Context: an optimization exercise on an open-source flow, tuned for a short achievable clock period and few clock cycles. The choices shown serve that exercise and are no tape-out recipe. Only simulation tests tie the RTL to the original design; equivalence was not proved. Power is estimated from default activity; no workload was simulated.

<file path="design/flow/design.v">
module mips_multi #(
  parameter int          ADDR_W   = 12,
  parameter logic [31:0] RESET_PC = 32'h0000_3000
) (
  input  logic                clock,
  input  logic                reset,
  output logic                mem_req,
  output logic                mem_we,
  output logic [ADDR_W-1:0]   mem_addr,
  output logic [31:0]         mem_wdata,
  input  logic [31:0]         mem_rdata,
  input  logic                mem_ack,
  output logic                halt,
  output logic [31:0]         pc_o
);
  localparam logic [5:0] OP_R    = 6'h00;
  localparam logic [5:0] OP_J    = 6'h02;
  localparam logic [5:0] OP_JAL  = 6'h03;
  localparam logic [5:0] OP_BEQ  = 6'h04;
  localparam logic [5:0] OP_ADDI = 6'h08;
  localparam logic [5:0] OP_ORI  = 6'h0d;
  localparam logic [5:0] OP_LUI  = 6'h0f;
  localparam logic [5:0] OP_LW   = 6'h23;
  localparam logic [5:0] OP_SW   = 6'h2b;
  localparam logic [5:0] FN_JR   = 6'h08;
  localparam logic [5:0] FN_ADDU = 6'h21;
  localparam logic [5:0] FN_SUBU = 6'h23;
  logic [31:0]  gpr [32];
  logic         ev;           
  logic         halted;
  logic [31:0]  ir;
  logic [31:0]  pc4;          
  logic [31:0]  a, b, opb;    
  logic         cin;
  logic [4:0]   wdst;         
  logic         k_add, k_addi, k_ori, k_lui, k_jal, k_j, k_jr, k_beq, k_lw, k_sw, k_ill;
  logic [31:0]  f;
  logic [5:0]   f_op, f_fn;
  logic [4:0]   f_rs, f_rt, f_rd;
  logic [31:0]  f_simm;
  logic         f_r, f_addu, f_subu, f_jr, f_addi, f_ori, f_lui, f_lw, f_sw, f_beq, f_j, f_jal;
  logic [31:0]  f_a, f_b;
  logic [31:0]  sum, res, npc, bt;
  logic         ovf, taken, misal, stop, acc, commit, wen;
  logic [4:0]   wreg;
  logic [31:0]  wval;
  assign f      = mem_rdata;
  assign f_op   = f[31:26];
  assign f_fn   = f[5:0];
  assign f_rs   = f[25:21];
  assign f_rt   = f[20:16];
  assign f_rd   = f[15:11];
  assign f_simm = {{16{f[15]}}, f[15:0]};
  assign f_r    = (f_op == OP_R);
  assign f_addu = f_r && (f_fn == FN_ADDU);
  assign f_subu = f_r && (f_fn == FN_SUBU);
  assign f_jr   = f_r && (f_fn == FN_JR);
  assign f_addi = (f_op == OP_ADDI);
  assign f_ori  = (f_op == OP_ORI);
  assign f_lui  = (f_op == OP_LUI);
  assign f_lw   = (f_op == OP_LW);
  assign f_sw   = (f_op == OP_SW);
  assign f_beq  = (f_op == OP_BEQ);
  assign f_j    = (f_op == OP_J);
  assign f_jal  = (f_op == OP_JAL);
  assign sum   = a + opb + {31'd0, cin};
  assign ovf   = (a[31] == opb[31]) && (sum[31] != a[31]);
  assign misal = (k_lw || k_sw) && (sum[1:0] != 2'b00);
  assign stop  = ev && (k_ill || misal);
  assign taken = (a == b);
  assign bt    = pc4 + {{14{ir[15]}}, ir[15:0], 2'b00};
  always_comb begin
    npc = pc4;
    if (ev) begin
      if (k_j)                npc = {pc4[31:28], ir[25:0], 2'b00};
      else if (k_jr)          npc = a;
      else if (k_beq && taken) npc = bt;
    end
  end
  always_comb begin
    res = sum;
    if (k_ori)                 res = a | {16'h0, ir[15:0]};
    else if (k_lui)            res = {ir[15:0], 16'h0};
    else if (k_jal)            res = pc4;
    else if (k_addi && ovf)    res = b;
  end
  assign acc       = ev && (k_lw || k_sw);
  assign mem_req   = reset && !halted && !stop;
  assign mem_we    = acc && k_sw;
  assign mem_addr  = acc ? sum[ADDR_W-1:0] : npc[ADDR_W-1:0];
  assign mem_wdata = b;
  assign halt = halted || stop;
  assign pc_o = pc4;
  assign commit = mem_req && mem_ack;
  assign wreg = acc ? ir[20:16] : wdst;
  assign wval = acc ? mem_rdata : res;
  assign wen  = commit && (acc ? k_lw : ev);
  assign f_a = (ev && wdst != 5'd0 && wdst == f_rs) ? res : gpr[f_rs];
  assign f_b = (ev && wdst != 5'd0 && wdst == f_rt) ? res : gpr[f_rt];
  always_ff @(posedge clock or negedge reset) begin
    if (!reset) begin
      for (int i = 0; i < 32; i++) gpr[i] <= '0;
    end else if (wen && wreg != 5'd0) begin
      gpr[wreg] <= wval;
    end
  end
  always_ff @(posedge clock or negedge reset) begin
    if (!reset) begin
      halted <= 1'b0;
      ev     <= 1'b0;
      pc4    <= RESET_PC;
      ir     <= '0;
      a      <= '0;
      b      <= '0;
      opb    <= '0;
      cin    <= 1'b0;
      wdst   <= '0;
      {k_add, k_addi, k_ori, k_lui, k_jal, k_j, k_jr, k_beq, k_lw, k_sw, k_ill} <= '0;
    end else begin
      if (stop) halted <= 1'b1;
      if (commit) begin
        if (acc) begin
          ev  <= 1'b0;
        end else begin
          ev     <= 1'b1;
          ir     <= f;
          pc4    <= npc + 32'd4;
          a      <= f_a;
          b      <= f_b;
          opb    <= f_subu ? ~f_b : (f_addi || f_lw || f_sw) ? f_simm : f_b;
          cin    <= f_subu;
          wdst   <= (f_addu || f_subu) ? f_rd :
                    (f_addi || f_ori || f_lui) ? f_rt :
                    f_jal ? 5'd31 : 5'd0;
          k_add  <= f_addu || f_subu;
          k_addi <= f_addi;
          k_ori  <= f_ori;
          k_lui  <= f_lui;
          k_jal  <= f_jal;
          k_j    <= f_j || f_jal;
          k_jr   <= f_jr;
          k_beq  <= f_beq;
          k_lw   <= f_lw;
          k_sw   <= f_sw;
          k_ill  <= !(f_addu || f_subu || f_jr || f_addi || f_ori || f_lui ||
                      f_lw || f_sw || f_beq || f_j || f_jal);
        end
      end
    end
  end
endmodule
</file>
<file path="design/flow/run.sh">
#!/bin/bash
# synth_recipe.tcl (not shown) runs the flow's synth.tcl, then flattens the netlist and writes it again
# the make line also repeats each setting of config.mk as NAME=value (left out here)
make -C /OpenROAD-flow-scripts/flow DESIGN_CONFIG=/design/flow/config.mk WORK_HOME=/design/flow/orfs CLKGATE_MAP_FILE= SYNTH_SCRIPT=/design/flow/synth_recipe.tcl finish
</file>
<file path="design/flow/config.mk">
export PLATFORM = sky130hd
export DESIGN_NAME = mips_multi
export DESIGN_NICKNAME = mips_multi
export VERILOG_FILES = /design/flow/design.v
export SDC_FILE = /design/flow/constraint.sdc
export NUM_CORES = 4
export LEC_CHECK = 0
export CAP_MARGIN = 20
export CELL_PAD_IN_SITES_DETAIL_PLACEMENT = 1
export CELL_PAD_IN_SITES_GLOBAL_PLACEMENT = 2
export CORE_MARGIN = 2
export CORE_UTILIZATION = 30
export SLEW_MARGIN = 20
</file>
<file path="design/flow/constraint.sdc">
create_clock -name core_clock -period 6.0 [get_ports {clock}]
set_input_delay 1.2000 -clock core_clock [delete_from_list [all_inputs] [get_ports {clock}]]
set_output_delay 1.2000 -clock core_clock [all_outputs]
set_load 0.01 [all_outputs]
</file>
==> results.yml <==
critical_path:
  slowest_stage: "xnor2_1"
  cp.required_ns: 4.80
  startpoint: "b[25]"
  cp-end-kind: "output port"
  critical_path_arrival_ns: 4.76
  cp-start-kind: "register"
  crit_path_max_fanout: 18
  r2r_cells: 13
  crit_chain: "xnor2_1 -> nand4_1 -> or4_4 -> nor3_4 -> buf_4 -> a21oi_1 -> or2_2 -> mux2_2 -> clkdlybuf4s50_1"
  max_stage_delay_ns: 0.80
  critPathCapture: "mem_addr[7]"
  reg2reg_to: "gpr[20][24]"
  r2r_start: "a[15]"
  regToRegSetupSlack_ns: 0.48
  worst-setup-path-type: "reg2out"
logic_synthesis:
  synth_edf_count: 0
  synthArstFlopShare: 1.000
  ys_types: 97
  syn_inst: 7220
  synth_nets: 7318
  ys_warn_count: 2
  syn_avg_cell_area_um2: 8.752
  synth_area_mm2: 0.06319
  synthFlopType: "dfrtp_1"
  ys_seq_area_frac: 0.4737
  synth-seq-cells: 1196
floorplanning:
  die_w_um: 462.9
  io_pins: 114
  coreArea_mm2: 0.2096
  fp-row-count: 168
  die-area_mm2: 0.2143
  start_util: 0.3015
  die_y_um: 462.9
clocking:
  insertion_delay_ns: 0.86
  htreeDepth: 4
  cts_tree: "done"
  cts_buffer_depth: 3
  cts_made_buffers: 150
  hold_buffers: 0
  cts-root-buf: "clkbuf_16"
  cts.sinks: 1196
  clk_pin_slew_ns: 0.06
finish:
  final_core_util: 0.3578
  fin_nets: 7299
  drive_gt1_frac: 0.1233
  fillers: 23860
  synthToLayoutAreaGrowth_pct: 18.67
sta:
  hold_viol: 0
  rsz0062_at_grt: "no"
  fmax_ghz: 0.1679
  finalSetupViolCount: 0
  finalSetupTns_ns: 0
  tightest_slew_ns: 1.315
  max-slew-margin-rel: 0.1215
  finalMaxSlewViolations: 0
  period_share: 0.9928
  min_period_ns: 5.957
  skew_ns: 0.06338
grt:
  grt_first_pass_wirelength_um: 549800
  track_usage: 0.3666
  grt_start_max_net_pins: 151
  overflow: 0
  antenna_found_initial: 19
  grt_pass1_vias: 63490
drt:
  wl_per_cell_um: 39.75
  vias: 64500
  drt_iter0_markers: 8020
  avgViaCountPerCell: 6.363
  drtPass1Iterations: 6
  antenna_left: 0
  routed_wl_um: 402900
  drt_drc_violations_left: 0
worst_hold_path:
  min_path_type: "in2async"
power:
  max-vdd-ir-drop_uv: 311.1
  p_leak_nw: 32.24
  power.density_mw_per_mm2: 355.7
run:
  drv_cap: 0
place:
  port_buffers: 113
  hpwlAfterDp_um: 270300
  gp_congestion: 0.9585
run_status:
  outcome: "timing/DRC/antenna clean"
-- Yosys cell counts, drive strengths merged, types with 40 or more instances --
| cell | n | area (um2) |
|---|---|---|
| a211oi | 40 | 300.3 |
| a21oi | 231 | 1160 |
| a221oi | 204 | 1787 |
| a22o | 192 | 1682 |
| a22oi | 580 | 4354 |
| buf | 54 | 229.0 |
| clkbuf | 622 | 2339 |
| dfrtp | 1194 | 29880 |
| ha | 60 | 750.7 |
| inv | 43 | 161.4 |
| mux2 | 79 | 889.6 |
| mux2i | 40 | 400.4 |
| nand2 | 1483 | 5567 |
| nand3 | 91 | 460.4 |
| nand4 | 131 | 819.5 |
| nor2 | 282 | 1059 |
| nor3 | 90 | 461.7 |
| o21ai | 1161 | 5814 |
| xnor2 | 68 | 595.6 |
-- worst min path at each step --
| stage | startpoint | end | slack (ns) | cells past startpoint |
|---|---|---|---|---|
| after floorplan | ir[25] | ir[25] | 0.44 | 2 |
| after global placement | gpr[0][30] | gpr[0][30] | 0.38 | 0 |
| after detailed placement | gpr[0][30] | gpr[0][30] | 0.38 | 0 |
| after CTS | reset | gpr[12][4] | 0.28 | 1 |
| after global routing | reset | pc4[4] | 0.25 | 1 |
| final | reset | pc4[4] | 0.22 | 1 |
-- critical path: cells and delay by family, from the launching register on --
| family | cells | cell delay [ns] |
|---|---|---|
| AND/OR/NAND/NOR | 4 | 1.43 |
| buffers and inverters | 2 | 0.82 |
| XOR/XNOR | 1 | 0.80 |
| flip-flops | 1 | 0.45 |
| multiplexers | 1 | 0.28 |
| AO/OA/AOI/OAI | 1 | 0.14 |
-- cell families (layout without fill, tap and decap cells) --
logic type / after synthesis / count (layout) / synth area share
AO/OA/AOI/OAI: 2720 / 2720 / 0.2791
AND/OR/NAND/NOR: 2305 / 2305 / 0.1573
flip-flops: 1196 / 1196 / 0.4737
buffers and inverters: 720 / 825 / 0.04325
multiplexers: 119 / 119 / 0.02042
XOR/XNOR: 97 / 97 / 0.01345
adder cells (fa/ha/maj): 63 / 63 / 0.01283
other: 0 / 7 / 0
-- per-stage QoR --
step / hold WS [ns] / cells / setup slack (ns) / cell area (um2) / total power [mW]
floorplan: 0.4380 / 7220 / 1.581 / 63190 / 13.09
global placement: 0.3807 / 9847 / 0.6613 / 69690 / 16.97
detailed placement: 0.3826 / 9852 / 0.6122 / 69820 / 17.04
CTS: 0.2796 / 10130 / 0.04631 / 74900 / 26.64
global route: 0.2459 / 10130 / 0.006890 / 74970 / 27.62
finish: 0.2189 / 10140 / 0.04310 / 74980 / 26.67
-- sequential cells by signal, indices dropped and copies added, names as in the netlist, 5 cells and up --
register	cells
b	32
ir	26
pc4	32
a	32
wdst	5
gpr	1024
opb	32
-- per-layer routing --
metal  global-route usage  up-vias  part of all wire
met5                    0        -           0.00054
met4               0.1940       14             0.065
met3              0.08623     1178             0.087
met2               0.5646     3649              0.44
met1               0.4767    33260              0.41
li1                     -    26400                 -
-- power breakdown --
group | leakage (nW) | total, mW | switching (mW) | internal, mW
logic | 13.2 | 7.97 | 5.62 | 2.35
clock network | 2.49 | 9.59 | 4.06 | 5.53
registers | 16.6 | 9.11 | 0.721 | 8.39
-- what timing repair did --
item                                    CTS  global route
buffers inserted                          0             1
endpoints found under the hold margin     0             0
pin swaps                                 0             1
gates resized for setup                   1             4
endpoints found under the setup margin    1            10
cloned                                    0             0
-- placed cells by master (no fill, tap or decap), types with 21 or more instances in the layout --
cell             Yosys  layout
nand2_1           1483    1456
dfrtp_1           1194    1191
o21ai_0           1151    1142
a22oi_1            580     580
buf_4                0     339
a21oi_1            230     225
nor2_1             282     215
a221oi_1           204     204
a22o_1             192     192
clkbuf_16            0     153
nand4_1            131     131
clkdlybuf4s50_1      0     112
nand3_1             90      90
nor3_1              89      87
mux2_2              79      79
nor2_4               0      66
xnor2_1             68      65
ha_1                60      60
buf_12               0      50
inv_1               43      43
a211oi_1            40      40
clkbuf_1           621      39
nor4_1              35      35
a31oi_1             35      34
nand2b_1            35      32
and3_1              32      32
o211ai_1            31      31
o21a_1              31      31
xor2_1              29      28
mux2i_1             40      26
nand2_4              0      26
clkbuf_8             0      26
o31ai_1             25      25
clkinv_2             0      25
a21o_1              23      23
or3_1               23      21
-- cell type report --
cell class | count | area [um2] | area share
Antenna cell | 7 | 17.52 | 0.0002336
Clock buffer | 218 | 4333 | 0.05779
Clock inverter | 58 | 748.2 | 0.009979
Inverter | 44 | 165.2 | 0.002203
Multi-Input combinational cell | 5304 | 31500 | 0.4200
Sequential cell | 1196 | 29940 | 0.3992
Tap cell | 2805 | 3510 | 0.04681
Timing Repair Buffer | 505 | 4777 | 0.06371
Testbench counts, summed over its fixed seeds: cycles 54,078.

==> separate check: timing with driven ports <==
No port has a modelled driver above. Below, the same layout with a new extraction and two added sets of constraints. Step 1 sets driving cells, clkbuf_16 on the clock port and buf_2 on the other inputs (assumed; they add their load-dependent delay and slew). Step 2, shift: input delay + t, output delay - t, t = (earliest + latest rising clock arrival at the registers) / 2. This alone moves slack from input paths to output paths. Three values: ideal ports, drivers, drivers and shift; two values: the first two.
t (ns): 0.924
slack for setup (ns): 0.043 / -0.048 / 0.304
worst setup path at the end: input to register
clock arrival spread, ns: 0.064 / 0.064
worst data-port slew with drivers (ns): 0.08
After both steps this run still meets setup and hold. For this run, drivers alone change the setup slack by -0.091 ns; drivers and shift together by +0.261 ns.
